Source: an optimization exercise on an open RTL-to-GDS flow (aim: small area and a short achievable clock period). Production flows keep margins and buffers that such runs may drop. The RTL was checked by simulation tests, not by an equivalence proof against the original design. No activity file was given, so power comes from the tool's default toggle rates.

## flow/standard.sh

```bash
#!/bin/bash
# synth_recipe.tcl (not shown) runs the flow's synth.tcl, then flattens the netlist and writes it again
# the make line also repeats each setting of config.mk as NAME=value (left out here)
make -C /OpenROAD-flow-scripts/flow DESIGN_CONFIG=/design/flow/config.mk WORK_HOME=/design/flow/orfs CLKGATE_MAP_FILE= SYNTH_SCRIPT=/design/flow/synth_recipe.tcl "${@:-finish}"
```

## flow/flow/run.sh

```bash
#!/bin/bash
# Own layout flow: the standard flow (standard.sh, which runs the standard
# synthesis unchanged) with these changes:
#  - pre_floorplan.tcl, run right after the synthesized netlist is loaded, sets
#    the single-gate modules' cells (memory write ports, load taps) back to drive
#    strength 1; Yosys/ABC upsizes each such module as if it were critical.
#    Timing repair later upsizes any that need it.
#  - the buffers ABC inserted are removed at floorplan (REMOVE_ABC_BUFFERS);
#    repair_design buffers high-fanout nets again as placement requires.
#  - port buffers are plain buffers (buf_2) instead of the delay cell that
#    buffer_ports otherwise picks.
#  - io.tcl puts all pins on the top edge (IO_CONSTRAINTS).
# The make output goes to orfs_make.log here; each ORFS step logs under orfs/logs.
set -euo pipefail
here=$(pwd)
bash standard.sh finish \
  PRE_FLOORPLAN_TCL="$here/flow/pre_floorplan.tcl" \
  REMOVE_ABC_BUFFERS=1 \
  IO_CONSTRAINTS="$here/flow/io.tcl" \
  "BUFFER_PORTS_ARGS=-buffer_cell sky130_fd_sc_hd__buf_2" \
  > "$here/orfs_make.log" 2>&1
```

## flow/flow/pre_floorplan.tcl

```tcl
# Runs inside ORFS floorplan.tcl right after the synthesized netlist is loaded.
# Yosys/ABC maps each single-gate module on its own and upsizes it as if it were
# critical; put those gates (the memory write ports and load taps) back to drive
# strength 1. Timing repair later upsizes any that need it.
set db [ord::get_db]
set block [ord::get_db_block]
set n 0
foreach inst [$block getInsts] {
  set m [[$inst getMaster] getName]
  if { [regexp {^(sky130_fd_sc_hd__(o22ai|a22oi))_[248]$} $m -> base] } {
    set small [$db findMaster ${base}_1]
    if { $small != "NULL" } {
      $inst swapMaster $small
      incr n
    }
  }
}
puts "pre_floorplan: set $n cells to drive strength 1"
```

## flow/config.mk

```make
export PLATFORM = sky130hd
export DESIGN_NAME = data_mem_responder
export DESIGN_NICKNAME = data_mem_responder
export VERILOG_FILES = /design/flow/design.v
export SDC_FILE = /design/flow/constraint.sdc
export NUM_CORES = 4
export LEC_CHECK = 0
export CAP_MARGIN = 20
export CORE_MARGIN = 2
export CORE_UTILIZATION = 55
export CTS_CLUSTER_DIAMETER = 80
export CTS_CLUSTER_SIZE = 28
export SETUP_SLACK_MARGIN = 3.4
export SLEW_MARGIN = 20
export SYNTH_HIERARCHICAL = 1
```

## flow/constraint.sdc

```tcl
create_clock -name core_clock -period 5.5 [get_ports {clk}]
set_input_delay 1.1000 -clock core_clock [delete_from_list [all_inputs] [get_ports {clk}]]
set_output_delay 1.1000 -clock core_clock [all_outputs]
set_load 0.01 [all_outputs]
```

## flow/design.v

```verilog
package data_mem_responder_pkg;
    localparam logic [1:0] SZ_BYTE = 2'b00;
    localparam logic [1:0] SZ_HALF = 2'b01;
    localparam logic [1:0] SZ_WORD = 2'b10;
endpackage
module data_mem_responder_lane_align
(
    input  logic [31:0] word,
    input  logic [1:0]  addr,
    input  logic [1:0]  size,
    input  logic        sign_ext,
    input  logic        zero,
    output logic [31:0] load_ext
);
    logic [7:0] b0;
    logic [7:0] b1;
    logic       sgn;
    logic       is_byte;
    logic       is_word;
    always_comb begin
        is_byte = (size == 2'b00);
        is_word = (size == 2'b10);
        unique case (addr)
            2'b00: b0 = word[7:0];
            2'b01: b0 = word[15:8];
            2'b10: b0 = word[23:16];
            default: b0 = word[31:24];
        endcase
        b1  = addr[1] ? word[31:24] : word[15:8];
        sgn = sign_ext & (is_byte ? b0[7] : b1[7]);
        if (zero) begin
            load_ext = 32'h0;
        end else if (is_word) begin
            load_ext = word;
        end else if (is_byte) begin
            load_ext = {{24{sgn}}, b0};
        end else begin
            load_ext = {{16{sgn}}, b1, b0};
        end
    end
endmodule
module dmr_wport (
    input  logic [7:0] d,
    input  logic [7:0] p,
    input  logic       s,
    input  logic       sn,
    output logic [7:0] y
);
    assign y = ~((d | {8{sn}}) & (p | {8{s}}));
endmodule
module dmr_aoi222 (
    input  logic a0, b0, a1, b1, a2, b2,
    output logic y
);
    assign y = ~((a0 & b0) | (a1 & b1) | (a2 & b2));
endmodule
module dmr_aoi22 (
    input  logic a0, b0, a1, b1,
    output logic y
);
    assign y = ~((a0 & b0) | (a1 & b1));
endmodule
module dmr_nand4 (
    input  logic a, b, c, d,
    output logic y
);
    assign y = ~(a & b & c & d);
endmodule
module dmr_nand3 (
    input  logic a, b, c,
    output logic y
);
    assign y = ~(a & b & c);
endmodule
module dmr_nor3 (
    input  logic a, b, c,
    output logic y
);
    assign y = ~(a | b | c);
endmodule
module dmr_hold #(
    parameter int W = 1
) (
    input  logic [W-1:0] a,
    input  logic         sa,
    input  logic [W-1:0] b,
    input  logic         sb,
    input  logic [W-1:0] q,
    output logic [W-1:0] y
);
    assign y = sa ? a : (sb ? b : q);
endmodule
module data_mem_responder (
    input  logic        clk,
    input  logic        reset,
    input  logic        req_valid,
    output logic        req_ready,
    input  logic        req_write,
    input  logic [1:0]  req_size,
    input  logic        req_signed,
    input  logic [7:0]  req_addr,
    input  logic [31:0] req_wdata,
    output logic        rsp_valid,
    input  logic        rsp_ready,
    output logic [31:0] rsp_rdata,
    output logic        rsp_err
);
    logic        lat_write;
    logic [1:0]  lat_size;
    logic        lat_signed;
    logic [7:0]  lat_addr;
    logic [31:0] lat_wdata;
    logic        cap_first;      
    logic        cap_inv;        
    logic        ph1, ph2, ph3;
    logic        idle;
    logic        rvld;
    logic [2:0]  t;
    logic        pend;
    logic [31:0] sdata;
    logic [3:0]  smask;
    logic [3:0]  sring;
    logic [1:0]  sslot;
    logic [3:0]  wmask;
    logic        wpol;
    logic        fwd;            
    logic [31:0] q0 [16];
    logic [31:0] q1 [16];
    logic [31:0] q2 [16];
    logic [31:0] q3 [16];
    logic        misaligned;
    logic        cap;
    logic        wr_now;
    logic        commit;
    logic [31:0] lane_data;
    logic [3:0]  lane_mask;
    logic [31:0] load_ext;
    always_comb begin
        unique case (lat_size)
            data_mem_responder_pkg::SZ_BYTE: misaligned = 1'b0;
            data_mem_responder_pkg::SZ_HALF: misaligned = lat_addr[0];
            data_mem_responder_pkg::SZ_WORD: misaligned = (lat_addr[1:0] != 2'b00);
            default: misaligned = 1'b1;
        endcase
    end
    logic [2:0]  u0;
    logic [2:0]  uc;
    logic [31:0] oh;
    logic [31:0] oh_d;
    logic [31:0] tap_n;
    assign u0 = 3'(req_addr[3:2]) + t + 3'd1;
    assign uc = u0 + 3'(u0[0]);
    always_comb begin
        for (int i = 0; i < 32; i++) oh_d[i] = ({req_addr[7:4], uc[1]} == 5'(i));
    end
    logic [31:0] tp [32];
    always_comb begin
        for (int r = 0; r < 16; r++) begin
            tp[2*r]   = q0[r];
            tp[2*r+1] = q2[r];
        end
    end
    for (genvar j = 0; j < 32; j++) begin : g_rd
        logic [10:0] g;
        logic [2:0]  h;
        for (genvar k = 0; k < 10; k++) begin : g_a
            dmr_aoi222 u_a (
                .a0(tp[3*k][j]),   .b0(oh[3*k]),
                .a1(tp[3*k+1][j]), .b1(oh[3*k+1]),
                .a2(tp[3*k+2][j]), .b2(oh[3*k+2]),
                .y (g[k])
            );
        end
        dmr_aoi22 u_b (.a0(tp[30][j]), .b0(oh[30]), .a1(tp[31][j]), .b1(oh[31]), .y(g[10]));
        dmr_nand4 u_h0 (.a(g[0]), .b(g[1]), .c(g[2]),  .d(g[3]), .y(h[0]));
        dmr_nand4 u_h1 (.a(g[4]), .b(g[5]), .c(g[6]),  .d(g[7]), .y(h[1]));
        dmr_nand3 u_h2 (.a(g[8]), .b(g[9]), .c(g[10]),           .y(h[2]));
        dmr_nor3  u_o  (.a(h[0]), .b(h[1]), .c(h[2]), .y(tap_n[j]));
    end
    assign cap    = ((ph1 & cap_first) | (ph2 & ~cap_first)) & ~lat_write;
    assign commit = ph3 & ~reset & lat_write & ~misaligned;
    assign wr_now = |wmask;
    always_comb begin
        lane_data[7:0]   = lat_wdata[7:0];
        lane_data[15:8]  = (lat_size == data_mem_responder_pkg::SZ_BYTE) ? lat_wdata[7:0] : lat_wdata[15:8];
        lane_data[23:16] = (lat_size == data_mem_responder_pkg::SZ_WORD) ? lat_wdata[23:16] : lat_wdata[7:0];
        lane_data[31:24] = (lat_size == data_mem_responder_pkg::SZ_WORD) ? lat_wdata[31:24] :
                           (lat_size == data_mem_responder_pkg::SZ_HALF) ? lat_wdata[15:8] : lat_wdata[7:0];
        unique case (lat_size)
            data_mem_responder_pkg::SZ_BYTE: lane_mask = 4'b0001 << lat_addr[1:0];
            data_mem_responder_pkg::SZ_HALF: lane_mask = lat_addr[1] ? 4'b1100 : 4'b0011;
            default:                         lane_mask = 4'b1111;
        endcase
    end
    logic [31:0] word;
    always_comb begin
        word = lat_wdata ^ {32{cap_inv}};
        for (int b = 0; b < 4; b++) begin
            if (fwd && smask[b]) word[8*b +: 8] = sdata[8*b +: 8];
        end
    end
    data_mem_responder_lane_align u_lane_align (
        .word     (word),
        .addr     (lat_addr[1:0]),
        .size     (lat_size),
        .sign_ext (lat_signed),
        .zero     (lat_write | misaligned),
        .load_ext (load_ext)
    );
    always_ff @(posedge clk) begin
        if (reset) begin
            idle      <= 1'b1;
            rvld      <= 1'b0;
            req_ready <= 1'b1;
            rsp_valid <= 1'b0;
            ph1       <= 1'b0;
            ph2       <= 1'b0;
            ph3       <= 1'b0;
        end else begin
            idle      <= (idle & ~req_valid) | (rvld & rsp_ready);
            rvld      <= ph3 | (rvld & ~rsp_ready);
            req_ready <= (req_ready & ~req_valid) | (rsp_valid & rsp_ready);
            rsp_valid <= ph3 | (rsp_valid & ~rsp_ready);
            ph1       <= idle & req_valid;
            ph2       <= ph1;
            ph3       <= ph2;
        end
    end
    logic       pend_n;
    logic [1:0] slot_n;
    logic [3:0] mask_n;
    logic [2:0] uw;
    assign pend_n = (pend & ~wr_now) | commit;
    assign slot_n = commit ? lat_addr[3:2] : sslot;
    assign mask_n = commit ? lane_mask : smask;
    assign uw     = 3'(slot_n) + t + 3'd1;
    always_ff @(posedge clk) begin
        pend  <= pend_n;
        wmask <= {4{pend_n & (uw[1:0] == 2'd3)}} & mask_n;
        wpol  <= ~(uw[2] ^ (uw[1:0] == 2'd3));
        t     <= t + 3'd1;
        if (commit) begin
            sdata <= lane_data;
            smask <= lane_mask;
            sring <= lat_addr[7:4];
            sslot <= lat_addr[3:2];
        end
    end
    always_ff @(posedge clk) begin
        rsp_rdata <= load_ext;
        rsp_err   <= misaligned;
    end
    always_ff @(posedge clk) begin
        if (idle) begin
            cap_first  <= ~u0[0];
            cap_inv    <= ~uc[2];        
            fwd        <= 1'b0;
            lat_write  <= req_write;
            lat_size   <= req_size;
            lat_signed <= req_signed;
            lat_addr   <= req_addr;
        end else if (cap) begin
            fwd        <= pend & (sring == lat_addr[7:4]) & (sslot == lat_addr[3:2]);
        end
    end
    logic [31:0] oh_nxt;
    logic [31:0] wdata_nxt;
    dmr_hold #(.W(32)) u_oh_nxt (
        .a(oh_d), .sa(idle), .b(oh_d), .sb(1'b0), .q(oh), .y(oh_nxt)
    );
    dmr_hold #(.W(32)) u_wdata_nxt (
        .a(tap_n), .sa(cap), .b(req_wdata), .sb(idle), .q(lat_wdata), .y(wdata_nxt)
    );
    always_ff @(posedge clk) begin
        oh        <= oh_nxt;
        lat_wdata <= wdata_nxt;
    end
    logic [31:0] wdat;
    logic [15:0] wring;
    assign wdat = sdata ^ {32{wpol}};
    always_comb begin
        for (int r = 0; r < 16; r++) wring[r] = (sring == 4'(r));
    end
    for (genvar r = 0; r < 16; r++) begin : g_ring
        for (genvar b = 0; b < 4; b++) begin : g_lane
            logic       s;
            logic [7:0] nxt;
            assign s = wring[r] & wmask[b];
            dmr_wport u_w (
                .d (wdat[8*b +: 8]),
                .p (q3[r][8*b +: 8]),
                .s (s),
                .sn(~s),
                .y (nxt)
            );
            always_ff @(posedge clk) begin
                q0[r][8*b +: 8] <= nxt;
            end
        end
        always_ff @(posedge clk) begin
            q1[r] <= q0[r];
            q2[r] <= q1[r];
            q3[r] <= q2[r];
        end
    end
endmodule
```

## flow/flow/io.tcl

```tcl
# Pin constraints (sourced by ORFS floorplan.tcl through IO_CONSTRAINTS): all
# ports on the top edge, so the request latch, the response registers and the
# control sit together near their pins instead of in the middle of the die.
set_io_pin_constraint -pin_names [concat [get_ports req_*] [get_ports rsp_*] [get_ports reset] [get_ports clk]] -region top:*
```

==> results of run 1 <==
==> metal layers <==
layer	wire [µm]	global-route usage, %	up-vias
met1	69600	39.7	17300
met2	73200	45.1	1144
met5	0	0	-
met3	9190	3.65	203
met4	4890	8.50	0
li1	-	-	15600
==> through the flow <==
stage | cell area, µm² | utilization [%] | cells | setup WS, ns | hold slack, ns
floorplan | 57100 | - | 3976 | 2.14 | 0.310
global route | 64300 | 60.9 | 5700 | 3.19 | 0.330
finish | 64300 | 60.9 | 5700 | 3.23 | 0.323
detailed placement | 60000 | 56.8 | 5507 | 2.32 | 0.312
global placement | 59900 | 56.8 | 5507 | 2.33 | 0.310
CTS | 64000 | 60.6 | 5686 | 3.21 | 0.321
==> worst register-to-register path: cells and delay by family, from the launching register on <==
kind                     cells  cell delay (ns)
AO/OA/AOI/OAI                1             0.11
XOR/XNOR                     1             0.13
adder cells (fa/ha/maj)      2             0.73
buffers and inverters        1             0.04
flip-flops                   1             0.53
multiplexers                 1             0.22
AND/OR/NAND/NOR              2             0.38
==> layout make-up <==
class	count	area [µm²]	area share, %
antenna	2	5.00	0.00778
inverter	78	360	0.560
multi-input combinational	1682	12700	19.8
timing repair buffer	225	2040	3.18
clock inverter	4	55.1	0.0856
sequential	2218	45000	70.0
clock buffer	100	2330	3.63
tap	1391	1740	2.71
==> sequential cells by signal, summed over array words and instances (netlist names), 2 cells and up <==
register and count:
smask 4, lat_size 2, lat_wdata 32, oh 32
rsp_rdata 32, q1 512, sdata 32, q3 512
q2 512, lat_addr 8, wmask 4, t 3
q0 512, sring 4, sslot 2
==> placed cells by master, fill, tap and decap left out, drive strengths merged, types with 10 or more instances in the layout <==
| cell type | instances |
|---|---|
| inv | 68 |
| a211oi | 14 |
| nand4 | 64 |
| o21ai | 106 |
| a222oi | 320 |
| buf | 223 |
| xor2 | 39 |
| clkbuf | 100 |
| edfxtp | 50 |
| nor3 | 41 |
| a22oi | 32 |
| xnor2 | 36 |
| nor2b | 14 |
| nand2b | 11 |
| dfxtp | 2168 |
| nand3 | 38 |
| a21oi | 24 |
| o22ai | 512 |
| mux2i | 84 |
| nor2 | 71 |
| nand2 | 205 |
| mux2 | 18 |
| clkinvlp | 10 |
==> what timing repair did <==
item | in CTS | in global routing
pin swaps | 70 | 32
cloned | 5 | 0
resized for setup | 233 | 73
setup buffers | 70 | 11
hold buffers | 0 | 0
endpoints found under the setup margin | 693 | 356
==> power breakdown <==
group | internal [µW] | switching, µW | leakage (µW)
Sequential | 16200 | 169 | 0.0186
Combinational | 550 | 1070 | 0.00508
Clock | 3050 | 4650 | 0.00117
Total | 19800 | 5890 | 0.0248
==> final timing paths <==
path / end / slack, ns / depth (start not counted)
max reg2reg: wpol$_DFF_P_ / 3.27 / 8
min reg2reg: q2[9][21]$_DFF_P_ / 0.32 / 0
min: q2[9][21]$_DFF_P_ / 0.32 / 0
max: rsp_valid / 3.23 / 1
==> run_results.csv, run 1 <==
group,metric,value,unit
synthesis,syn_inst,4174,
timing,setup_viol,0,
setup_path,crit_path_start_kind,"flip-flop",
setup_path,cp_data_required_time,4.40,ns
drt,drc_errors,0,
floorplanning,dieHeight,331,µm
floorplanning,io_pins,83,
drt,wl_per_cell,27.5,µm
setup_path,crit_buf_inv,1,
power_and_ir_drop,total_power,25700,µW
setup_path,worst_r2r_startpoint,"lat_addr[0]$_DFFE_PP_",
timing,fmax,0.440,GHz
clocking,clock_latency,0.71,ns
clocking,cts_buffers,89,
timing,hold_viol_final,0,
timing,tightest_slew,1.12,ns
timing,fin_setup_tns,0,ns
grt,grt_overflow,0,
setup_path,cpPeakStageDelay,0.37,ns
clocking,tritoncts,"built",
setup_path,cp_slowest_cell,"dfxtp_2",
timing,slew_headroom,25.2,%
grt,track_usage,28.0,%
timing,min_period_over_period,41.3,%
timing,final-max-slew-violation-count,0,
floorplanning,num_rows,119,
clocking,root_buffer,"clkbuf_16",
grt,antenna_found_initial,5,
timing,rsz0062_at_grt,"yes",
power_and_ir_drop,cellPowerDensity,400,mW/mm²
floorplanning,fp.dieW,331,µm
placed_design,place_congestion,0.870,
clocking,ctsHtreeMaxLevel,3,
final_layout,drive_above_1_share,15.0,%
grt,grt_pass1_vias,33100,
setup_path,crit_path_cell_trace,"buf_6",
run,drv_cap,0,
drt,wl,157000,µm
power_and_ir_drop,leakage,0.0248,µW
clocking,cts_sinks,2218,
min_path,hold_start,"q1[9][21]$_DFF_P_",
drt,postRouteAntennaNets,0,
min_path,hp-class,"reg -> reg",
setup_path,crit_start,"rsp_valid$_SDFF_PP0_",
clocking,clk_path_buf_depth,3,
setup_path,crit_fanout,2,
setup_path,path_class,"reg -> out",
floorplanning,coreArea,0.106,mm²
grt,grt_max_degree,91,
placed_design,dp_hpwl,99100,µm
drt,vias_per_cell,6.01,
clocking,clkTransAtPathRegs,0.10,ns
drt,via_count,34300,
grt,grt_pass1_wl,225000,µm
outcome,status,"finished clean",
power_and_ir_drop,irDropWorstVdd,0.284,mV
setup_path,path_delay_family,"flip-flops",
synthesis,synth_warnings,18,
setup_path,cp_data_arrival_time,1.17,ns
final_layout,nFillCells,8243,
drt,drt_iter0_markers,4523,
timing,fin_crit,2.27,ns
timing,worst_clock_skew,0.0205,ns
setup_path,end_kind,"primary output",
floorplanning,dieArea,0.109,mm²
floorplanning,start_util,55.7,%
placed_design,portBuffers,82,
drt,detail_route.first_pass.iterations,9,
final_layout,final_net_count,4348,
==> run 2: changes to the inputs <==
--- a/flow/config.mk
+++ b/flow/config.mk
@@ -9,7 +9,7 @@
 export CORE_MARGIN = 2
 export CORE_UTILIZATION = 55
 export CTS_CLUSTER_DIAMETER = 80
-export CTS_CLUSTER_SIZE = 28
+export CTS_CLUSTER_SIZE = 30
 export SETUP_SLACK_MARGIN = 3.4
 export SLEW_MARGIN = 20
 export SYNTH_HIERARCHICAL = 1
==> run_results.csv, run 2 <==
group,metric,value,unit
setup_path,path_delay_family,"adder cells",
setup_path,reg2reg_depth,9,
setup_path,path_class,"reg -> reg",
setup_path,crit_fanout,5,
drt,via_count,34200,
clocking,clkTransAtPathRegs,0.12,ns
synthesis,synth_warnings,18,
clocking,root_buffer,"clkbuf_16",
drt,detail_route.first_pass.iterations,9,
grt,antenna_found_initial,7,
final_layout,final_net_count,4353,
min_path,hold_start,"q1[15][28]$_DFF_P_",
power_and_ir_drop,p_sw,5850,µW
synthesis,syn_inst,4174,
clocking,tritoncts,"built",
final_layout,stdcell_count,5707,
timing,fin_setup_tns,0,ns
floorplanning,dieArea,0.109,mm²
timing,fmax,0.444,GHz
floorplanning,start_util,55.7,%
timing,rsz0062_at_grt,"yes",
floorplanning,num_rows,119,
placed_design,place_congestion,0.870,
setup_path,cp_data_arrival_time,2.84,ns
clocking,clk_path_buf_depth,3,
setup_path,crit_path_start_kind,"flip-flop",
power_and_ir_drop,sw_frac_of_total,22.9,%
drt,postRouteAntennaNets,0,
placed_design,dp.cells,5507,
floorplanning,io_pins,83,
timing,slew_headroom,20.3,%
outcome,status,"finished clean",
setup_path,worst_r2r_startpoint,"lat_addr[1]$_DFFE_PP_",
power_and_ir_drop,p_clk_share,29.3,%
timing,final-max-slew-violation-count,0,
timing,fin_crit,2.25,ns
min_path,whs_path_depth,0,
setup_path,crit_path_cell_trace,"buf_12 > nor3_4 > o21bai_4 > mux2i_2 > ha_1 > inv_1 > fa_1 > nand2b_4 > xnor2_1",
drt,vias_per_cell,5.99,
final_layout,final_common_cell,"dfxtp_1",
power_and_ir_drop,cellPowerDensity,396,mW/mm²
grt,grt_pass1_vias,32900,
power_and_ir_drop,seqPwrFrac,64.3,%
final_layout,drive_above_1_share,15.4,%
min_path,hp-class,"reg -> reg",
drt,wl,156000,µm
drt,wl_per_cell,27.4,µm
floorplanning,dieHeight,331,µm
placed_design,dp_hpwl,99100,µm
clocking,ctsHoldBuffers,0,
setup_path,crit_start,"lat_addr[1]$_DFFE_PP_",
clocking,clock_latency,0.70,ns
setup_path,crit_buf_inv,2,
placed_design,portBuffers,82,
clocking,cts_buffers,84,
power_and_ir_drop,leakage,0.0248,µW
setup_path,cp_data_required_time,6.09,ns
setup_path,end_kind,"flip-flop",
run,drv_cap,0,
grt,grt_overflow,0,
grt,track_usage,28.0,%
setup_path,crit_cells,9,
setup_path,cp_slowest_cell,"fa_1",
drt,drt_iter0_markers,4409,
final_layout,final_cell_mix,"dfxtp_1, o22ai_1, a222oi_1",
floorplanning,coreArea,0.106,mm²
grt,grt_max_degree,91,
timing,min_period_over_period,40.9,%
timing,setup_viol,0,
clocking,ctsHtreeMaxLevel,3,
floorplanning,fp.dieW,331,µm
timing,hold_viol_final,0,
drt,drc_errors,0,
timing,tightest_slew,1.20,ns
setup_path,cpPeakStageDelay,0.52,ns
power_and_ir_drop,p_comb_share,6.4,%
timing,worst_clock_skew,0.0238,ns
power_and_ir_drop,irDropWorstVdd,0.284,mV
grt,grt_pass1_wl,225000,µm
power_and_ir_drop,p_int,19600,µW
clocking,cts_sinks,2218,
-- run 2: worst register-to-register path, cell delays in order, from the launching register on --
cell and delay [ns]:
edfxtp_1 0.45, buf_12 0.16, nor3_4 0.25, o21bai_4 0.11, mux2i_2 0.22, ha_1 0.18, inv_1 0.05, fa_1 0.52
nand2b_4 0.09, xnor2_1 0.13
-- run 2: final timing paths --
kind,slack [ns],to
worst max-delay path,3.25,wpol$_DFF_P_
worst max register to register,3.25,wpol$_DFF_P_
worst min-delay path,0.32,q2[15][28]$_DFF_P_
worst min register to register,0.32,q2[15][28]$_DFF_P_
-- run 2: routing by layer --
metal	wire length, µm	global-route usage, %	vias up
li1	-	-	15600
met4	5010	9.15	0
met5	0	0	-
met1	70600	40.0	17200
met2	72700	44.6	1120
met3	8110	3.27	202
-- run 2: power groups by stage --
stage                     clock (µW)  sequential [µW]  combinational [µW]
after detailed placement           0            16800                1360
after global placement             0            16800                1360
final                           7470            16400                1630
after CTS                       7600            16400                1570
after global routing            8150            16400                1700
after floorplan                    0            16700                 655
-- run 2: what timing repair did --
item,4_1_cts,5_1_grt
gates resized for setup,234,99
gates cloned,5,0
pin swaps,64,42
setup buffers,76,15
setup endpoints to repair,693,440
-- run 2: cell type report --
class                   count  area [µm²]
inverters                  78         364
well taps                1391        1740
diodes                      3        7.51
multi-input cells        1682       12800
fillers                  8246       41300
repair buffers            235        2140
clock buffers              93        2180
flip-flops and latches   2218       45000
clock inverters             7        57.6
-- run 2: metrics by stage --
stage / hold slack (ns) / worst slack, ns / instance area (µm²) / total power [µW] / util (%)
global placement: 0.310 / 2.33 / 59900 / 18100 / 56.8
global route: 0.334 / 3.16 / 64300 / 26300 / 60.9
floorplan: 0.310 / 2.14 / 57100 / 17400 / -
detailed placement: 0.312 / 2.32 / 60000 / 18100 / 56.8
CTS: 0.327 / 3.21 / 63900 / 25600 / 60.5
finish: 0.321 / 3.25 / 64300 / 25500 / 60.9
==> run 3: changes to the inputs <==
--- a/flow/config.mk
+++ b/flow/config.mk
@@ -10,6 +10,6 @@
 export CORE_UTILIZATION = 55
 export CTS_CLUSTER_DIAMETER = 80
 export CTS_CLUSTER_SIZE = 30
-export SETUP_SLACK_MARGIN = 3.4
+export SETUP_SLACK_MARGIN = 3.5
 export SLEW_MARGIN = 20
 export SYNTH_HIERARCHICAL = 1
==> run_results.csv, run 3 <==
group,metric,value,unit
outcome,status,"finished clean",
placed_design,place_congestion,0.870,
clocking,cts_buffers,84,
final_layout,stdcell_area,0.0653,mm²
timing,tightest_slew,0.775,ns
final_layout,nFillCells,8130,
setup_path,crit_fanout,1,
grt,grt_max_degree,47,
timing,worst_clock_skew,0.0232,ns
clocking,clk_path_buf_depth,3,
grt,grt_pass1_vias,33100,
power_and_ir_drop,p_sw,5910,µW
timing,fin_crit,2.26,ns
timing,final-max-slew-violation-count,0,
drt,wl,160000,µm
power_and_ir_drop,seqPwrFrac,63.9,%
final_layout,drive_above_1_share,17.6,%
clocking,clock_latency,0.71,ns
setup_path,cp_data_arrival_time,1.16,ns
timing,layout_setup_ws,3.24,ns
clocking,cts_sinks,2218,
power_and_ir_drop,cellPowerDensity,392,mW/mm²
synthesis,synth_warnings,18,
clocking,ctsHtreeMaxLevel,3,
final_layout,seqCellArea,0.0450,mm²
drt,postRouteAntennaNets,0,
drt,drt_iter0_markers,4567,
floorplanning,fp.dieW,331,µm
power_and_ir_drop,leakage,0.0253,µW
final_layout,final_net_count,4401,
synthesis,syn_inst,4174,
grt,grt_overflow,0,
clocking,ctsHoldBuffers,0,
timing,hold_viol_final,0,
floorplanning,start_util,55.7,%
floorplanning,coreArea,0.106,mm²
timing,fmax,0.443,GHz
clocking,root_buffer,"clkbuf_16",
timing,min_period_over_period,41.0,%
placed_design,portBuffers,82,
drt,via_count,34500,
setup_path,cp_data_required_time,4.40,ns
clocking,clkTransAtPathRegs,0.11,ns
setup_path,cpPeakStageDelay,0.34,ns
setup_path,end_kind,"primary output",
drt,detail_route.first_pass.iterations,9,
setup_path,cp_slowest_cell,"dfxtp_2",
setup_path,crit_path_start_kind,"flip-flop",
power_and_ir_drop,sw_frac_of_total,23.1,%
placed_design,place_area,0.0600,mm²
timing,rsz0062_at_grt,"yes",
power_and_ir_drop,total_power,25600,µW
floorplanning,io_pins,83,
grt,antenna_found_initial,5,
setup_path,path_class,"reg -> out",
final_layout,multi_input_area,0.0131,mm²
placed_design,dp_hpwl,99100,µm
floorplanning,dieHeight,331,µm
timing,setup_viol,0,
floorplanning,num_rows,119,
floorplanning,dieArea,0.109,mm²
min_path,hp-class,"reg -> reg",
power_and_ir_drop,p_clk_share,29.3,%
power_and_ir_drop,irDropWorstVdd,0.285,mV
drt,drc_errors,0,
placed_design,post-place-ws,2.32,ns
drt,wl_per_cell,27.7,µm
setup_path,crit_path_cell_trace,"buf_6",
timing,slew_headroom,48.2,%
power_and_ir_drop,p_int,19700,µW
grt,track_usage,28.3,%
clocking,tritoncts,"built",
run,drv_cap,0,
setup_path,crit_buf_inv,1,
final_layout,final_common_cell,"dfxtp_1",
setup_path,path_delay_family,"flip-flops",
power_and_ir_drop,p_comb_share,6.9,%
timing,fin_setup_tns,0,ns
drt,vias_per_cell,6.00,
final_layout,final_cell_mix,"dfxtp_1, o22ai_1, a222oi_1",
grt,grt_pass1_wl,227000,µm
==> run 3: repair_timing <==
item,4_1_cts,5_1_grt
buffers inserted,96,40
cloned,6,2
gates resized for setup,312,171
endpoints found under the setup margin,702,539
pin swaps,108,100
==> run 3: routing by layer <==
metal / GRT usage, % / up-vias / share of wire, %
li1: - / 15700 / -
met1: 40.1 / 17400 / 45
met2: 45.2 / 1162 / 46
met3: 3.80 / 215 / 5.9
met4: 9.07 / 0 / 3.1
met5: 0 / - / 0
==> run 3: cell type report <==
| type | count | area share, % |
|---|---|---|
| flip-flops and latches | 2218 | 69.0 |
| clock buffers | 93 | 3.34 |
| well taps | 1391 | 2.67 |
| repair buffers | 283 | 4.23 |
| inverters | 78 | 0.587 |
| multi-input cells | 1682 | 20.1 |
| diodes | 1 | 0.00383 |
| clock inverters | 7 | 0.0882 |
==> run 3: worst paths after layout <==
path | end | cells after the start | from | slack, ns
hold reg to reg | q2[15][28]$_DFF_P_ | 0 | q1[15][28]$_DFF_P_ | 0.32
hold / removal | q2[15][28]$_DFF_P_ | 0 | q1[15][28]$_DFF_P_ | 0.32
setup / recovery | rsp_rdata[21] | 1 | rsp_rdata[21]$_DFF_P_ | 3.24
setup reg to reg | wpol$_DFF_P_ | 9 | lat_addr[1]$_DFFE_PP_ | 3.26
==> run 3: power by group through the flow <==
stage / Sequential [µW] / Combinational (µW) / Clock, µW
3_3_place_gp: 16800 / 1360 / 0
4_1_cts: 16400 / 1610 / 7600
2_1_floorplan: 16700 / 655 / 0
3_5_place_dp: 16800 / 1360 / 0
5_1_grt: 16400 / 1820 / 8150
6_report: 16400 / 1760 / 7490
==> run 3: metrics by stage <==
stage / utilization, % / hold WS (ns) / cells
3_3_place_gp: 56.8 / 0.310 / 5507
6_report: 61.8 / 0.322 / 5753
2_1_floorplan: - / 0.310 / 3976
4_1_cts: 60.9 / 0.327 / 5709
5_1_grt: 61.8 / 0.334 / 5753
3_5_place_dp: 56.8 / 0.312 / 5507
==> run 4: changes to the inputs <==
--- a/flow/config.mk
+++ b/flow/config.mk
@@ -9,7 +9,7 @@
 export CORE_MARGIN = 2
 export CORE_UTILIZATION = 55
 export CTS_CLUSTER_DIAMETER = 80
-export CTS_CLUSTER_SIZE = 30
-export SETUP_SLACK_MARGIN = 3.5
+export CTS_CLUSTER_SIZE = 28
+export SETUP_SLACK_MARGIN = 3.3
 export SLEW_MARGIN = 20
 export SYNTH_HIERARCHICAL = 1
==> run_results.csv, run 4 <==
group,metric,value,unit
setup_path,reg2reg_depth,6,
grt,met3_usage,3.17,%
grt,antenna_found_initial,7,
floorplanning,coreArea,0.106,mm²
min_path,hp-class,"reg -> reg",
clocking,tritoncts,"built",
final_layout,final_cell_mix,"dfxtp_1, o22ai_1, a222oi_1",
placed_design,dp_hpwl,99100,µm
min_path,hold_start,"q1[15][28]$_DFF_P_",
timing,setup_viol,0,
drt,detail_route.first_pass.iterations,7,
clocking,root_buffer,"clkbuf_16",
drt,drt_iter0_markers,4471,
placed_design,post-place-ws,2.32,ns
final_layout,final_common_cell,"dfxtp_1",
setup_path,end_kind,"flip-flop",
run,drv_cap,0,
setup_path,rrSetupSlack,3.19,ns
grt,track_usage,27.9,%
placed_design,place_congestion,0.870,
timing,fin_setup_tns,0,ns
setup_path,path_class,"reg -> reg",
power_and_ir_drop,cellPowerDensity,401,mW/mm²
outcome,status,"finished clean",
timing,final-max-slew-violation-count,0,
timing,rsz0062_at_grt,"yes",
final_layout,nFillCells,8268,
drt,vias_per_cell,6.03,
timing,min_period_over_period,42.0,%
floorplanning,dieArea,0.109,mm²
drt,wl,156000,µm
setup_path,worst_r2r_startpoint,"sring[0]$_DFFE_PN_",
grt,met1_usage,40.0,%
min_path,min_to,"q2[15][28]$_DFF_P_",
timing,fmax,0.433,GHz
clocking,ctsHoldBuffers,0,
drt,wl_per_cell,27.5,µm
clocking,clkTransAtPathRegs,0.11,ns
clocking,cts_buffers,89,
timing,layout_setup_ws,3.19,ns
setup_path,cp_data_arrival_time,2.88,ns
power_and_ir_drop,irDropWorstVdd,0.284,mV
drt,via_count,34300,
power_and_ir_drop,leakage,0.0247,µW
clocking,cts_sinks,2218,
timing,worst_clock_skew,0.0229,ns
floorplanning,num_rows,119,
grt,grt_pass1_wl,224000,µm
placed_design,dp.cells,5507,
timing,tightest_slew,1.16,ns
drt,drc_errors,0,
setup_path,cp_data_required_time,6.07,ns
timing,hold_viol_final,0,
synthesis,syn_inst,4174,
min_path,whs_path_depth,0,
timing,fin_crit,2.31,ns
grt,top_usage_layer,"met2",
grt,grt_overflow,0,
floorplanning,io_pins,83,
setup_path,timing.rr.end,"q0[2][30]$_DFF_P_",
floorplanning,start_util,55.7,%
final_layout,drive_above_1_share,14.4,%
drt,postRouteAntennaNets,0,
floorplanning,dieHeight,331,µm
final_layout,final_net_count,4334,
timing,slew_headroom,22.9,%
placed_design,portBuffers,82,
grt,grt_max_degree,91,
grt,grt_pass1_vias,32800,
final_layout,stdcell_count,5687,
grt,met2_usage,44.4,%
clocking,ctsHtreeMaxLevel,3,
power_and_ir_drop,total_power,25700,µW
setup_path,crit_fanout,9,
clocking,clk_path_buf_depth,3,
synthesis,synth_warnings,18,
setup_path,crit_path_start_kind,"flip-flop",
clocking,clock_latency,0.71,ns
floorplanning,fp.dieW,331,µm
-- run 4: how the worst max path moves through the flow --
stage	from	to	slack (ns)	depth (start not counted)
final	sring[0]$_DFFE_PN_	q0[2][30]$_DFF_P_	3.19	6
after CTS	sring[0]$_DFFE_PN_	q0[14][6]$_DFF_P_	3.13	5
after detailed placement	req_addr[2]	oh[28]$_DFF_P_	2.32	10
after global routing	sring[0]$_DFFE_PN_	q0[2][30]$_DFF_P_	3.15	6
after floorplan	idle$_SDFF_PP1_	fwd$_SDFFE_PP0P_	2.14	4
after global placement	req_addr[2]	oh[20]$_DFF_P_	2.33	10
-- run 4: worst max-delay path, stage by stage, from the launching register on --
cell	delay [ns]
edfxtp_1	0.55
nand2b_1	0.41
nor3_4	0.29
buf_4	0.20
nand2_1	0.31
inv_2	0.30
o22ai_1	0.11
-- run 4: cell type report --
class	instances	area (µm²)	area share, %
Sequential cell	2218	45000	70.3
Inverter	78	349	0.545
Clock inverter	4	55.1	0.0859
Tap cell	1391	1740	2.72
Antenna cell	3	7.51	0.0117
Timing Repair Buffer	211	1850	2.88
Multi-Input combinational cell	1682	12700	19.9
Clock buffer	100	2330	3.64
-- run 4: through the flow --
step | util, % | instance area (µm²) | hold slack [ns]
after floorplan | - | 57100 | 0.310
after global placement | 56.8 | 59900 | 0.310
after detailed placement | 56.8 | 60000 | 0.312
after CTS | 60.0 | 63300 | 0.321
after global routing | 60.7 | 64100 | 0.330
final | 60.7 | 64100 | 0.322
-- run 4: repair_timing --
item / 4_1_cts / 5_1_grt
setup buffers: 40 / 29
pin swaps: 26 / 56
gates cloned: 3 / 0
resized for setup: 158 / 123
endpoints found under the setup margin: 680 / 477
-- run 4: power breakdown --
group          switching (µW)  internal [µW]
registers                 170          16200
clock network            4660           3050
logic                    1060            535
total                    5900          19800
-- run 4: layer usage --
metal / part of all wire (%) / vias up / wire, µm
met3: 5.8 / 210 / 9100
met2: 46 / 1224 / 72500
met5: 0 / - / 0
met1: 45 / 17200 / 69800
li1: - / 15600 / -
met4: 3.1 / 0 / 4890
==> run 5: changes to the inputs <==
--- a/flow/config.mk
+++ b/flow/config.mk
@@ -7,9 +7,9 @@
 export LEC_CHECK = 0
 export CAP_MARGIN = 20
 export CORE_MARGIN = 2
-export CORE_UTILIZATION = 55
+export CORE_UTILIZATION = 58
 export CTS_CLUSTER_DIAMETER = 80
-export CTS_CLUSTER_SIZE = 28
-export SETUP_SLACK_MARGIN = 3.3
+export CTS_CLUSTER_SIZE = 30
+export SETUP_SLACK_MARGIN = 3.4
 export SLEW_MARGIN = 20
 export SYNTH_HIERARCHICAL = 1
==> run_results.csv, run 5 <==
group,metric,value,unit
grt,grt_overflow,0,
drt,via_count,34500,
drt,vias_per_cell,6.05,
setup_path,rrSetupSlack,3.29,ns
setup_path,cp_slowest_cell,"dfxtp_2",
grt,grt_pass1_vias,32900,
timing,fin_crit,2.26,ns
timing,min_period_over_period,41.2,%
timing,whs,0.320,ns
clocking,root_buffer,"clkbuf_16",
floorplanning,dieHeight,322,µm
drt,wl_per_cell,27.8,µm
clocking,clkTransAtPathRegs,0.11,ns
grt,grt_pass1_wl,226000,µm
min_path,hp-class,"reg -> reg",
floorplanning,dieArea,0.104,mm²
floorplanning,start_util,58.6,%
min_path,hold_start,"q1[5][8]$_DFF_P_",
grt,antenna_found_initial,5,
setup_path,crit_path_start_kind,"flip-flop",
setup_path,reg2reg_depth,8,
drt,wl,159000,µm
setup_path,timing.rr.end,"wpol$_DFF_P_",
placed_design,portBuffers,82,
min_path,min_to,"q2[5][8]$_DFF_P_",
synthesis,synth_warnings,18,
timing,hold_viol_final,0,
final_layout,drive_above_1_share,15.9,%
clocking,clk_path_buf_depth,3,
timing,rsz0062_at_grt,"yes",
run,drv_cap,0,
setup_path,worst_r2r_startpoint,"lat_addr[0]$_DFFE_PP_",
setup_path,path_delay_family,"flip-flops",
min_path,whs_path_depth,0,
timing,setup_viol,0,
drt,drt_iter0_markers,4314,
drt,detail_route.first_pass.iterations,10,
setup_path,crit_fanout,2,
setup_path,cpPeakStageDelay,0.36,ns
placed_design,place_congestion,0.845,
floorplanning,io_pins,83,
timing,fmax,0.442,GHz
setup_path,end_kind,"primary output",
timing,worst_clock_skew,0.0242,ns
timing,slew_headroom,39.7,%
grt,grt_max_degree,76,
drt,drc_errors,0,
synthesis,syn_inst,4174,
clocking,cts_buffers,85,
setup_path,crit_buf_inv,1,
floorplanning,coreArea,0.100,mm²
timing,final-max-slew-violation-count,0,
power_and_ir_drop,cellPowerDensity,398,mW/mm²
final_layout,final_common_cell,"dfxtp_1",
placed_design,dp_hpwl,98400,µm
clocking,clock_latency,0.71,ns
power_and_ir_drop,irDropWorstVdd,0.300,mV
grt,track_usage,29.8,%
timing,fin_setup_tns,0,ns
floorplanning,num_rows,116,
clocking,tritoncts,"built",
clocking,cts_sinks,2218,
final_layout,final_cell_mix,"dfxtp_1, o22ai_1, a222oi_1",
setup_path,cp_data_arrival_time,1.16,ns
outcome,status,"finished clean",
setup_path,cp_data_required_time,4.40,ns
timing,tightest_slew,0.895,ns
floorplanning,fp.dieW,322,µm
drt,postRouteAntennaNets,0,
setup_path,path_class,"reg -> out",
final_layout,final_net_count,4380,
clocking,ctsHtreeMaxLevel,3,
setup_path,crit_path_cell_trace,"buf_6",
clocking,ctsHoldBuffers,0,
power_and_ir_drop,leakage,0.0250,µW
-- run 5: changes by cell type in the layout (fill, tap and decap cells not counted), sizes merged --
| cell | change |
|---|---|
| o221ai | -1 |
| clkinvlp | -5 |
| nor2 | +1 |
| buf | +49 |
| clkbuf | -4 |
| inv | +9 |
-- run 5: cell type report --
| class | count | area [µm²] |
|---|---|---|
| multi-input combinational | 1682 | 12800 |
| timing repair buffer | 261 | 2370 |
| antenna | 3 | 7.51 |
| fill | 7548 | 35600 |
| clock inverter | 8 | 111 |
| inverter | 78 | 370 |
| sequential | 2218 | 45000 |
| tap | 1357 | 1700 |
| clock buffer | 95 | 2270 |
-- run 5: worst max-delay path by stage --
| stage | from | to | slack (ns) | cells past startpoint |
|---|---|---|---|---|
| floorplan | idle$_SDFF_PP1_ | fwd$_SDFFE_PP0P_ | 2.14 | 4 |
| global placement | req_addr[2] | oh[16]$_DFF_P_ | 2.38 | 10 |
| detailed placement | req_addr[2] | oh[8]$_DFF_P_ | 2.37 | 10 |
| CTS | req_ready$_SDFF_PP1_ | req_ready | 3.20 | 1 |
| global route | req_ready$_SDFF_PP1_ | req_ready | 3.18 | 1 |
| finish | req_ready$_SDFF_PP1_ | req_ready | 3.24 | 1 |
-- run 5: layer usage --
layer  wire, µm  vias to the layer above  GRT usage [%]  part of all wire [%]
met4       6060                        4           11.0                   3.8
met2      73100                     1212           47.7                    46
met5         34                        -              0                 0.021
met3       9200                      262           3.41                   5.8
li1           -                    15700              -                     -
met1      70100                    17300           41.9                    44
-- run 5: timing repair --
item / 4_1_cts / 5_1_grt
buffers inserted: 84 / 31
cloned: 3 / 1
resized for setup: 242 / 115
endpoints found under the setup margin: 677 / 446
pin swaps: 86 / 48
-- run 5: stage by stage --
step	setup WS [ns]	total power [µW]	area [µm²]	util, %	instances
finish	3.24	25700	64700	64.5	5702
floorplan	2.14	17400	57100	-	3976
global placement	2.38	18200	60000	59.8	5477
CTS	3.20	25700	64000	63.8	5667
global route	3.18	26500	64700	64.5	5702
detailed placement	2.37	18200	60000	59.8	5477
-- run 5: report_power, final --
part	internal (µW)	switching (µW)	leakage, µW	total, µW
clock	3000	4670	0.00117	7680
combinational	525	1150	0.00531	1670
sequential	16200	154	0.0186	16400
==> run 6: changes to the inputs <==
--- a/flow/design.v
+++ b/flow/design.v
@@ -119,7 +119,8 @@
     logic        pend;
     logic [31:0] sdata;
     logic [3:0]  smask;
-    logic [3:0]  sring;
+    logic [3:0]  whi;            
+    logic [3:0]  wlo;            
     logic [1:0]  sslot;
     logic [3:0]  wmask;
     logic        wpol;
@@ -242,7 +243,6 @@
         if (commit) begin
             sdata <= lane_data;
             smask <= lane_mask;
-            sring <= lat_addr[7:4];
             sslot <= lat_addr[3:2];
         end
     end
@@ -260,7 +260,7 @@
             lat_signed <= req_signed;
             lat_addr   <= req_addr;
         end else if (cap) begin
-            fwd        <= pend & (sring == lat_addr[7:4]) & (sslot == lat_addr[3:2]);
+            fwd        <= pend & whi[lat_addr[7:6]] & wlo[lat_addr[5:4]] & (sslot == lat_addr[3:2]);
         end
     end
     logic [31:0] oh_nxt;
@@ -275,11 +275,31 @@
         oh        <= oh_nxt;
         lat_wdata <= wdata_nxt;
     end
+    logic [3:0] hi_d;
+    logic [3:0] lo_d;
+    logic [3:0] whi_nxt;
+    logic [3:0] wlo_nxt;
+    always_comb begin
+        for (int k = 0; k < 4; k++) begin
+            hi_d[k] = (lat_addr[7:6] == 2'(k));
+            lo_d[k] = (lat_addr[5:4] == 2'(k));
+        end
+    end
+    dmr_hold #(.W(4)) u_whi_nxt (
+        .a(hi_d), .sa(commit), .b(hi_d), .sb(1'b0), .q(whi), .y(whi_nxt)
+    );
+    dmr_hold #(.W(4)) u_wlo_nxt (
+        .a(lo_d), .sa(commit), .b(lo_d), .sb(1'b0), .q(wlo), .y(wlo_nxt)
+    );
+    always_ff @(posedge clk) begin
+        whi <= whi_nxt;
+        wlo <= wlo_nxt;
+    end
     logic [31:0] wdat;
     logic [15:0] wring;
     assign wdat = sdata ^ {32{wpol}};
     always_comb begin
-        for (int r = 0; r < 16; r++) wring[r] = (sring == 4'(r));
+        for (int r = 0; r < 16; r++) wring[r] = whi[r / 4] & wlo[r % 4];
     end
     for (genvar r = 0; r < 16; r++) begin : g_ring
         for (genvar b = 0; b < 4; b++) begin : g_lane
--- a/flow/config.mk
+++ b/flow/config.mk
@@ -7,9 +7,9 @@
 export LEC_CHECK = 0
 export CAP_MARGIN = 20
 export CORE_MARGIN = 2
-export CORE_UTILIZATION = 58
-export CTS_CLUSTER_DIAMETER = 80
-export CTS_CLUSTER_SIZE = 30
-export SETUP_SLACK_MARGIN = 3.4
+export CORE_UTILIZATION = 55
+export CTS_CLUSTER_DIAMETER = 90
+export CTS_CLUSTER_SIZE = 25
+export SETUP_SLACK_MARGIN = 3.2
 export SLEW_MARGIN = 20
 export SYNTH_HIERARCHICAL = 1
==> run_results.csv, run 6 <==
group,metric,value,unit
outcome,status,"finished clean",
setup_path,cp_data_required_time,6.11,ns
floorplanning,num_rows,120,
grt,grt_pass1_vias,32800,
timing,min_period_over_period,41.9,%
floorplanning,fp.dieW,331,µm
drt,postRouteAntennaNets,0,
synthesis,synth_warnings,18,
setup_path,path_delay_family,"adder cells",
floorplanning,dieArea,0.110,mm²
clocking,root_buffer,"clkbuf_16",
clocking,cts_buffers,99,
placed_design,place_congestion,0.859,
drt,detail_route.first_pass.iterations,12,
setup_path,crit_buf_inv,2,
final_layout,stdcell_count,5668,
drt,wl,154000,µm
floorplanning,coreArea,0.107,mm²
grt,track_usage,27.3,%
timing,fin_setup_tns,0,ns
timing,tightest_slew,1.20,ns
power_and_ir_drop,cellPowerDensity,412,mW/mm²
synthesis,syn_inst,4200,
grt,top_usage_layer,"met2",
final_layout,nFillCells,8403,
final_layout,drive_above_1_share,10.9,%
setup_path,cp_data_arrival_time,2.91,ns
placed_design,post-place-ws,2.32,ns
placed_design,dp_hpwl,96700,µm
grt,met2_usage,44.3,%
placed_design,portBuffers,82,
setup_path,crit_path_cell_trace,"buf_12 > nor3_4 > o2111ai_4 > mux2i_2 > ha_1 > inv_1 > fa_1 > nand2b_4 > xnor2_1",
clocking,clk_path_buf_depth,3,
final_layout,final_net_count,4301,
drt,drt_iter0_markers,4115,
grt,grt_overflow,0,
clocking,cts_sinks,2222,
grt,grt_pass1_wl,223000,µm
timing,fin_crit,2.30,ns
floorplanning,start_util,55.3,%
setup_path,cp_slowest_cell,"fa_1",
grt,met1_usage,38.9,%
timing,rsz0062_at_grt,"yes",
timing,fmax,0.434,GHz
final_layout,final_cell_mix,"dfxtp_1, o22ai_1, a222oi_1",
drt,wl_per_cell,27.2,µm
floorplanning,dieHeight,331,µm
drt,drc_errors,0,
timing,final-max-slew-violation-count,0,
clocking,clock_latency,0.71,ns
setup_path,path_class,"reg -> reg",
clocking,clkTransAtPathRegs,0.10,ns
power_and_ir_drop,irDropWorstVdd,0.366,mV
grt,antenna_found_initial,6,
timing,worst_clock_skew,0.0157,ns
power_and_ir_drop,leakage,0.0247,µW
clocking,ctsHtreeMaxLevel,3,
drt,via_count,33800,
setup_path,crit_fanout,8,
setup_path,cpPeakStageDelay,0.53,ns
final_layout,seqCellArea,0.0451,mm²
timing,slew_headroom,19.9,%
final_layout,final_util,59.5,%
timing,layout_setup_ws,3.20,ns
timing,hold_viol_final,0,
floorplanning,io_pins,83,
drt,vias_per_cell,5.97,
run,drv_cap,0,
min_path,hp-class,"reg -> reg",
setup_path,end_kind,"flip-flop",
final_layout,multi_input_area,0.0125,mm²
clocking,tritoncts,"built",
grt,grt_max_degree,68,
setup_path,crit_path_start_kind,"flip-flop",
timing,setup_viol,0,
final_layout,final_common_cell,"dfxtp_1",
grt,met3_usage,3.19,%
placed_design,dp.cells,5534,
## run 6: stage by stage
| step | hold slack [ns] | cell area (µm²) | total power [µW] |
|---|---|---|---|
| 3_5_place_dp | 0.312 | 60200 | 18300 |
| 2_1_floorplan | 0.310 | 57200 | 17500 |
| 5_1_grt | 0.326 | 63500 | 26900 |
| 4_1_cts | 0.318 | 63100 | 26200 |
| 6_report | 0.326 | 63500 | 26200 |
| 3_3_place_gp | 0.309 | 60100 | 18300 |
## run 6: final timing paths
path / slack (ns) / startpoint / cells past startpoint / to
setup / recovery: 3.20 / lat_size[0]$_DFFE_PP_ / 9 / wpol$_DFF_P_
hold / removal: 0.33 / q1[14][11]$_DFF_P_ / 0 / q2[14][11]$_DFF_P_
setup reg to reg: 3.20 / lat_size[0]$_DFFE_PP_ / 9 / wpol$_DFF_P_
hold reg to reg: 0.33 / q1[14][11]$_DFF_P_ / 0 / q2[14][11]$_DFF_P_
## run 6: layer usage
| metal | part of all wire (%) | routed length (µm) |
|---|---|---|
| met5 | 0 | 0 |
| met3 | 5.9 | 9140 |
| met2 | 47 | 71600 |
| met1 | 45 | 68600 |
| met4 | 3.0 | 4600 |
## run 6: what timing repair did
item | CTS | global route
gates resized for setup | 66 | 66
hold buffers | 0 | 0
setup endpoints to repair | 266 | 319
buffers inserted | 6 | 8
pin swaps | 17 | 18
gates cloned | 0 | 1
## run 6: where the power goes
| group | leakage, µW | switching [µW] | internal [µW] | total (µW) |
|---|---|---|---|---|
| Clock | 0.00130 | 4730 | 3350 | 8080 |
| Combinational | 0.00477 | 1080 | 476 | 1560 |
| Sequential | 0.0186 | 263 | 16200 | 16500 |
## run 6: cell type report
class | count | share of cell area [%]
flip-flops and latches | 2222 | 71.0
multi-input cells | 1688 | 19.6
clock buffers | 110 | 4.07
well taps | 1403 | 2.76
repair buffers | 156 | 1.99
inverters | 80 | 0.473
clock inverters | 7 | 0.0847
diodes | 2 | 0.00788
==> run 7: changes to the inputs <==
--- a/flow/config.mk
+++ b/flow/config.mk
@@ -10,6 +10,6 @@
 export CORE_UTILIZATION = 55
 export CTS_CLUSTER_DIAMETER = 90
 export CTS_CLUSTER_SIZE = 25
-export SETUP_SLACK_MARGIN = 3.2
+export SETUP_SLACK_MARGIN = 3.4
 export SLEW_MARGIN = 20
 export SYNTH_HIERARCHICAL = 1
==> run_results.csv, run 7 <==
group,metric,value,unit
setup_path,timing.rr.end,"wpol$_DFF_P_",
setup_path,end_kind,"flip-flop",
final_layout,nFillCells,8305,
timing,fmax,0.435,GHz
drt,via_count,34300,
timing,min_period_over_period,41.8,%
timing,fin_setup_tns,0,ns
timing,fin_crit,2.30,ns
power_and_ir_drop,leakage,0.0251,µW
clocking,root_buffer,"clkbuf_16",
clocking,tritoncts,"built",
synthesis,synth_warnings,18,
setup_path,critPathCapture,"wpol$_DFF_P_",
final_layout,stdcell_count,5734,
power_and_ir_drop,cellPowerDensity,407,mW/mm²
grt,grt_max_degree,68,
drt,vias_per_cell,5.98,
clocking,cts_sinks,2222,
outcome,status,"finished clean",
setup_path,crit_path_start_kind,"flip-flop",
clocking,ctsHtreeMaxLevel,3,
drt,drc_errors,0,
timing,rsz0062_at_grt,"yes",
clocking,clock_latency,0.72,ns
timing,final-max-slew-violation-count,0,
final_layout,final_net_count,4363,
final_layout,drive_above_1_share,13.1,%
grt,antenna_found_initial,8,
placed_design,dp_hpwl,96700,µm
floorplanning,dieArea,0.110,mm²
timing,slew_headroom,22.3,%
placed_design,portBuffers,82,
floorplanning,dieHeight,331,µm
floorplanning,io_pins,83,
clocking,cts_buffers,99,
power_and_ir_drop,irDropWorstVdd,0.366,mV
floorplanning,fp.dieW,331,µm
setup_path,cp_data_required_time,6.11,ns
timing,setup_viol,0,
drt,detail_route.first_pass.iterations,9,
placed_design,dp.cells,5534,
grt,grt_overflow,0,
setup_path,path_class,"reg -> reg",
clocking,clk_path_buf_depth,3,
drt,drt_iter0_markers,4299,
timing,worst_clock_skew,0.0172,ns
power_and_ir_drop,total_power,26200,µW
synthesis,syn_inst,4200,
final_layout,final_cell_mix,"dfxtp_1, o22ai_1, a222oi_1",
setup_path,cp_data_arrival_time,2.91,ns
floorplanning,start_util,55.3,%
timing,hold_viol_final,0,
run,drv_cap,0,
clocking,clkTransAtPathRegs,0.10,ns
setup_path,rrSetupSlack,3.20,ns
placed_design,place_area,0.0602,mm²
floorplanning,coreArea,0.107,mm²
min_path,hp-class,"reg -> reg",
grt,grt_pass1_vias,33200,
setup_path,worst_r2r_startpoint,"lat_addr[1]$_DFFE_PP_",
placed_design,place_congestion,0.859,
timing,tightest_slew,1.16,ns
drt,wl_per_cell,27.4,µm
grt,grt_pass1_wl,227000,µm
setup_path,reg2reg_depth,9,
floorplanning,num_rows,120,
setup_path,crit_fanout,5,
setup_path,crit_start,"lat_addr[1]$_DFFE_PP_",
grt,track_usage,27.7,%
drt,wl,157000,µm
final_layout,stdcell_area,0.0646,mm²
drt,postRouteAntennaNets,0,
final_layout,final_common_cell,"dfxtp_1",
-- run 7: layer usage --
| layer | share of wire [%] | vias up | global-route usage (%) |
|---|---|---|---|
| li1 | - | 15700 | - |
| met1 | 44 | 17200 | 39.5 |
| met2 | 47 | 1155 | 44.9 |
| met3 | 6.2 | 226 | 3.02 |
| met4 | 3.1 | 0 | 7.90 |
| met5 | 0 | - | 0 |
-- run 7: cell type report --
cell class                      count  area (µm²)  area share, %
Multi-Input combinational cell   1689       12700           19.6
Inverter                           80         310          0.481
Clock buffer                      110        2580           4.00
Clock inverter                      7        53.8         0.0833
Sequential cell                  2222       45100           69.9
Antenna cell                        6        15.0         0.0233
Tap cell                         1403        1760           2.72
Timing Repair Buffer              217        2090           3.23
-- run 7: stage by stage --
step	util (%)	hold WS, ns	setup slack, ns
floorplan	-	0.310	2.18
global placement	56.3	0.309	2.32
detailed placement	56.4	0.312	2.32
CTS	59.8	0.318	3.18
global route	60.5	0.327	3.07
finish	60.5	0.324	3.20
-- run 7: worst min-delay path by stage --
stage / from / end / slack (ns) / depth (start not counted)
global route: q1[1][14]$_DFF_P_ / q2[1][14]$_DFF_P_ / 0.33 / 0
finish: q1[14][11]$_DFF_P_ / q2[14][11]$_DFF_P_ / 0.32 / 0
global placement: q1[13][26]$_DFF_P_ / q2[13][26]$_DFF_P_ / 0.31 / 0
floorplan: q1[0][0]$_DFF_P_ / q2[0][0]$_DFF_P_ / 0.31 / 0
detailed placement: q1[3][26]$_DFF_P_ / q2[3][26]$_DFF_P_ / 0.31 / 0
CTS: q1[1][14]$_DFF_P_ / q2[1][14]$_DFF_P_ / 0.32 / 0
-- run 7: timing repair --
| item | in CTS | in global routing |
|---|---|---|
| setup buffers | 36 | 33 |
| setup endpoints to repair | 640 | 317 |
| pin swaps | 54 | 57 |
| endpoints found under the hold margin | 0 | 0 |
| cloned | 3 | 4 |
| hold buffers | 0 | 0 |
| gates resized for setup | 170 | 74 |
-- run 7: power breakdown --
part	total [µW]	leakage, µW	switching, µW	internal [µW]
clock	8080	0.00130	4730	3350
combinational	1710	0.00519	1170	537
sequential	16500	0.0186	209	16200
-- run 7: critical path, stage by stage, from the launching register on --
cell	delay (ns)
edfxtp_1	0.44
buf_12	0.16
nor3_4	0.21
o2111ai_4	0.17
mux2i_2	0.24
ha_1	0.17
inv_1	0.04
fa_1	0.52
nand2b_4	0.10
xnor2_2	0.14
==> run 8: changes to the inputs <==
--- a/flow/config.mk
+++ b/flow/config.mk
@@ -7,7 +7,7 @@
 export LEC_CHECK = 0
 export CAP_MARGIN = 20
 export CORE_MARGIN = 2
-export CORE_UTILIZATION = 55
+export CORE_UTILIZATION = 62
 export CTS_CLUSTER_DIAMETER = 90
 export CTS_CLUSTER_SIZE = 25
 export SETUP_SLACK_MARGIN = 3.4
==> run_results.csv, run 8 <==
group,metric,value,unit
final_layout,final_cell_mix,"dfxtp_1, o22ai_1, a222oi_1",
setup_path,path_delay_family,"adder cells",
drt,wl,157000,µm
floorplanning,fp.dieW,312,µm
setup_path,end_kind,"flip-flop",
timing,hold_viol_final,0,
setup_path,cp_slowest_cell,"fa_1",
timing,fin_crit,2.35,ns
min_path,hp-class,"reg -> reg",
floorplanning,coreArea,0.0946,mm²
placed_design,dp_hpwl,94300,µm
setup_path,cp_data_arrival_time,2.96,ns
power_and_ir_drop,cellPowerDensity,409,mW/mm²
timing,rsz0062_at_grt,"yes",
timing,min_period_over_period,42.8,%
setup_path,rrSetupSlack,3.15,ns
setup_path,worst_r2r_startpoint,"lat_size[0]$_DFFE_PP_",
min_path,min_to,"q2[0][24]$_DFF_P_",
setup_path,crit_buf_inv,2,
clocking,clk_path_buf_depth,3,
floorplanning,dieHeight,312,µm
clocking,root_buffer,"clkbuf_16",
power_and_ir_drop,p_comb_share,6.2,%
min_path,whs_path_depth,0,
grt,grt_pass1_vias,33400,
outcome,status,"finished clean",
drt,via_count,34500,
power_and_ir_drop,sw_frac_of_total,23.2,%
timing,setup_viol,0,
setup_path,timing.rr.end,"wpol$_DFF_P_",
clocking,tritoncts,"built",
grt,antenna_found_initial,5,
timing,fmax,0.425,GHz
placed_design,place_congestion,0.854,
grt,grt_pass1_wl,227000,µm
setup_path,reg2reg_depth,9,
floorplanning,io_pins,83,
clocking,clock_latency,0.73,ns
timing,worst_clock_skew,0.0332,ns
drt,detail_route.first_pass.iterations,9,
min_path,hold_start,"q1[0][24]$_DFF_P_",
placed_design,dp.cells,5392,
setup_path,path_class,"reg -> reg",
floorplanning,num_rows,113,
final_layout,final_util,67.9,%
floorplanning,dieArea,0.0976,mm²
timing,final-max-slew-violation-count,0,
run,drv_cap,0,
timing,tightest_slew,1.19,ns
final_layout,final_net_count,4341,
timing,fin_setup_tns,0,ns
drt,drc_errors,0,
clocking,cts_buffers,99,
power_and_ir_drop,p_clk_share,31.1,%
setup_path,crit_path_start_kind,"flip-flop",
synthesis,synth_warnings,18,
setup_path,cpPeakStageDelay,0.52,ns
setup_path,crit_fanout,5,
final_layout,stdcell_count,5570,
grt,grt_max_degree,81,
power_and_ir_drop,seqPwrFrac,62.7,%
final_layout,final_common_cell,"dfxtp_1",
grt,grt_overflow,0,
floorplanning,start_util,62.4,%
drt,wl_per_cell,28.1,µm
grt,track_usage,31.4,%
clocking,cts_sinks,2222,
timing,slew_headroom,20.5,%
clocking,ctsHoldBuffers,0,
placed_design,portBuffers,82,
setup_path,cp_data_required_time,6.11,ns
synthesis,syn_inst,4200,
clocking,clkTransAtPathRegs,0.10,ns
power_and_ir_drop,p_int,20200,µW
clocking,ctsHtreeMaxLevel,3,
drt,drt_iter0_markers,4346,
power_and_ir_drop,irDropWorstVdd,0.323,mV
final_layout,drive_above_1_share,13.1,%
setup_path,crit_path_cell_trace,"buf_12 > nor3_4 > o2111ai_4 > mux2i_2 > ha_2 > inv_2 > fa_1 > nand2b_4 > xnor2_1",
power_and_ir_drop,leakage,0.0250,µW
drt,postRouteAntennaNets,0,
drt,vias_per_cell,6.19,
power_and_ir_drop,p_sw,6100,µW
==> run 8: layer usage <==
| layer | wire [µm] | global-route usage, % |
|---|---|---|
| met5 | 0 | 0 |
| met4 | 5220 | 11.1 |
| met3 | 9870 | 3.65 |
| met2 | 73000 | 50.2 |
| met1 | 68500 | 44.7 |
==> run 8: final cells by class <==
cell class | instances | area [µm²]
sequential | 2222 | 45100
fill | 6847 | 30400
multi-input combinational | 1688 | 12700
clock buffer | 110 | 2600
timing repair buffer | 196 | 1890
tap | 1265 | 1580
inverter | 80 | 310
clock inverter | 6 | 86.3
antenna | 3 | 7.51
==> run 8: worst max-delay path by stage <==
stage	from	to	slack (ns)	cells past startpoint
3_5_place_dp	req_addr[2]	oh[16]$_DFF_P_	2.34	10
4_1_cts	lat_addr[1]$_DFFE_PP_	wpol$_DFF_P_	3.12	9
6_report	lat_size[0]$_DFFE_PP_	wpol$_DFF_P_	3.15	9
3_3_place_gp	req_addr[2]	oh[20]$_DFF_P_	2.35	10
2_1_floorplan	idle$_SDFF_PP1_	fwd$_SDFFE_PP0P_	2.18	3
5_1_grt	lat_size[0]$_DFFE_PP_	wpol$_DFF_P_	3.06	9
==> run 8: timing repair <==
item	CTS	global route
gates cloned	4	1
setup buffers	44	10
resized for setup	180	54
pin swaps	69	23
endpoints found under the setup margin	638	210
==> run 8: stage by stage <==
| stage | instance area [µm²] | setup WS (ns) | power (µW) | hold slack, ns |
|---|---|---|---|---|
| floorplan | 57200 | 2.18 | 17500 | 0.310 |
| global placement | 59900 | 2.35 | 18300 | 0.309 |
| detailed placement | 60000 | 2.34 | 18300 | 0.312 |
| CTS | 63900 | 3.12 | 26300 | 0.322 |
| global route | 64200 | 3.06 | 27000 | 0.325 |
| finish | 64200 | 3.15 | 26300 | 0.318 |
==> run 8: power groups by stage <==
| stage | Clock, µW | Combinational (µW) | Sequential [µW] |
|---|---|---|---|
| final | 8160 | 1640 | 16500 |
| after global routing | 8800 | 1700 | 16500 |
| after CTS | 8250 | 1580 | 16500 |
| after detailed placement | 0 | 1400 | 16900 |
| after global placement | 0 | 1390 | 16900 |
| after floorplan | 0 | 671 | 16800 |

-- re-timing with driven ports --
In the flow no input, the clock included, has a driving cell. The finished layouts below were timed again as built, in two steps.
Step 1 assumes that a clkbuf_16 drives the clock port and a buf_2 every other input.
Step 2, shift: input delay + t, output delay - t, t = (earliest + latest rising clock arrival at the registers) / 2. This alone moves slack from input paths to output paths.
Slacks: ideal / step 1 / step 2; pairs: ideal / step 1.
run	t (ns)	setup WS [ns]	worst data-port slew with drivers (ns)	pins driven straight from the clock port
run 1	0.774	3.228 / 3.154 / 2.544	0.12	1
run 2	0.759	3.250 / 3.181 / 2.573	0.12	1
run 3	0.782	3.243 / 3.161 / 2.574	0.11	1
run 4	0.775	3.189 / 3.153 / 2.483	0.13	1
run 5	0.777	3.236 / 3.160 / 2.561	0.12	1
run 6	0.782	3.195 / 3.164 / 2.555	0.14	1
run 7	0.788	3.203 / 3.158 / 2.556	0.14	1
run 8	0.784	3.148 / 3.148 / 2.571	0.12	1
After both steps setup and hold are still met in every run listed. For run 4, which loses most, drivers alone change the setup slack by -0.036 ns; drivers and shift together by -0.706 ns.
